What follows belongs to an exercise in optimizing a design on an open flow for small area, a short achievable clock period and few clock cycles; a production flow would make more cautious choices.
RTL that was checked went through simulation tests only; none was proved equivalent to the original.
Power is estimated from default activity; no workload was simulated.

== run 1 ==
// duration_text_to_seconds_core
module duration_text_to_seconds_core #(
  parameter int NUMBER_BITS = NUMBER_BITS_DEF
) (
  input  logic                  clk,
  input  logic                  rst_n,
  input  logic                  in_valid,
  output logic                  in_ready,
  input  logic [CHAR_BITS-1:0]  in_char_code,
  input  logic                  in_last_char,
  output logic                  out_valid,
  input  logic                  out_ready,
  output logic [TOTAL_BITS-1:0] out_total_seconds,
  output logic                  out_matched
);
clock: 5.5 ns
lec_check: 0
cap_margin: 20
core_margin: 2
core_utilization: 40
setup_slack_margin: 1.5
slew_margin: 20
run.sh (not shown) runs the stock make flow with config.mk's settings and CLKGATE_MAP_FILE= SYNTH_SCRIPT=/design/flow/synth_recipe.tcl, a recipe that flattens the netlist after the stock synthesis.
No stage failed in run 1, and the final checks on the layout all came back clean.
Testbench counts of run 1, summed over its fixed seeds: cycles 25,175.
Inputs modified between run 1 and run 2:
# run 1
export LEC_CHECK = 0
export CAP_MARGIN = 20
export CORE_MARGIN = 2
export CORE_UTILIZATION = 40
export SETUP_SLACK_MARGIN = 1.5
export SLEW_MARGIN = 20
create_clock -name core_clock -period 5.5 [get_ports {clk}]
# run 2
export LEC_CHECK = 0
export CAP_MARGIN = 20
export CORE_MARGIN = 2
export CORE_UTILIZATION = 40
export SETUP_SLACK_MARGIN = 1.0
export SLEW_MARGIN = 20
create_clock -name core_clock -period 5.5 [get_ports {clk}]
## What came out
When the final numbers for run 2 and run 1 were put side by side, the time the worst path needs with I/O delays and setup turned out to be smaller in run 1. Delta (run 2 minus run 1): arrival time of data at the critical path endpoint went up by 330 ps; final design area excluding fillers went down by 1.8%; required time reported for the critical path endpoint went down by 20 ps. Run 2 against run 1: highest ir drop seen on vdd went down by 0.0000017 V, total chip power down 0.42%, setup slack dropped 340 ps, post-route core utilization went down 0.85 points.
--- input diff run 2..run 3 ---
# run 2
export LEC_CHECK = 0
export CAP_MARGIN = 20
export CORE_MARGIN = 2
export CORE_UTILIZATION = 40
export SETUP_SLACK_MARGIN = 1.0
export SLEW_MARGIN = 20
create_clock -name core_clock -period 5.5 [get_ports {clk}]
# run 3
export LEC_CHECK = 0
export CAP_MARGIN = 20
export CORE_MARGIN = 2
export CORE_UTILIZATION = 40
export SETUP_SLACK_MARGIN = 2.0
export SLEW_MARGIN = 20
create_clock -name core_clock -period 5.5 [get_ports {clk}]
[summary]
- As far as floorplan row count is concerned, run 2 and run 3 perform about the same.
- The critical path depth in cells of run 3 falls short of that of run 2 by 1.
- Run 2 → run 3: fraction of area in multi-input gates -1.4 points; clock-buffer cell count -1; total power consumption of the routed design +about 7%; share of layout cells above drive strength 1 +11 points; minimum setup slack in the final design +620 ps.
- Run 3 vs run 2, global-route usage went up by 0.61 points.

Another version of the RTL of duration_text_to_seconds_core (not shown whole).
Size in the first run: about 1200 cells after synthesis, roughly 100 flip-flops, roughly 59 I/O pins, ~0.010 sq mm of cells after synthesis.
## duration_text_to_seconds_core
module duration_text_to_seconds_core #(
  parameter int NUMBER_BITS = NUMBER_BITS_DEF
) (
  input  logic                  clk,
  input  logic                  rst_n,
  input  logic                  in_valid,
  output logic                  in_ready,
  input  logic [CHAR_BITS-1:0]  in_char_code,
  input  logic                  in_last_char,
  output logic                  out_valid,
  input  logic                  out_ready,
  output logic [TOTAL_BITS-1:0] out_total_seconds,
  output logic                  out_matched
);
  logic                   a_valid_r;
  logic [1:0]             a_cls_r;
  logic [3:0]             a_nib_r;
  logic                   a_last_r;
  logic                   m_valid_r;    
  logic [OP_BITS-1:0]     m_op_r;       
  logic                   m_final_r;
  logic [OP_BITS-1:0]     sel_r;        
  logic                   o_valid_r;
  logic                   o_matched_r;
  logic                   stall, step, a_free, m_go;
  logic                   m_valid_nxt, o_valid_nxt;
  logic [OP_BITS-1:0]     m_op_nxt;
  ...
clock: 5.5 ns
lec_check: 0
cap_margin: 20
core_margin: 2
core_utilization: 60
slew_margin: 20
The starting point passed the timing, DRC and antenna checks.
Change:
Settings changed: CORE_UTILIZATION 60 to 40.
The new run completed with no timing, DRC or antenna violations; non-clock buffer count goes down by 4; total power goes up by 1.6%; final cell count is higher by 7.0%; worst setup slack gains 0.21 ns; die area grows by 48%; worst hold slack stays flat.
No run of this note included a check of the RTL's function; only the layout flow was run.

afterwards: timing with drivers on the ports:
The results above use ideal ports. As a check the final layouts listed here were re-extracted and re-timed, cells and wires unchanged.
Step 1, drivers: a clkbuf_16 drives clk and a buf_2 each remaining input, both assumed.
Step 2 times the ports against the registers' clock, not the clock port: input delays grow and output delays shrink by t, the midpoint of the rising clock arrivals with the driver on.
a / b / c = ideal ports / drivers / drivers and shift; a / b = the first two.
run | t, ns | setup slack, ns | hold WS [ns] | worst setup path after step 2
run 1 | 0.398 | 1.628 / 1.628 / 1.628 | 0.494 / 0.494 / 0.494 | register to register
run 2 | 0.395 | 1.285 / 1.285 / 1.285 | 0.494 / 0.494 / 0.494 | register to register
run 3 | 0.399 | 1.906 / 1.906 / 1.906 | 0.503 / 0.503 / 0.503 | register to register
the first run of note 2 | 0.407 | 0.557 / 0.557 / 0.557 | 0.568 / 0.568 / 0.568 | register to register
the second run of note 2 | 0.409 | 0.765 / 0.765 / 0.765 | 0.569 / 0.569 / 0.569 | register to register
After both steps every run listed still meets setup and hold.
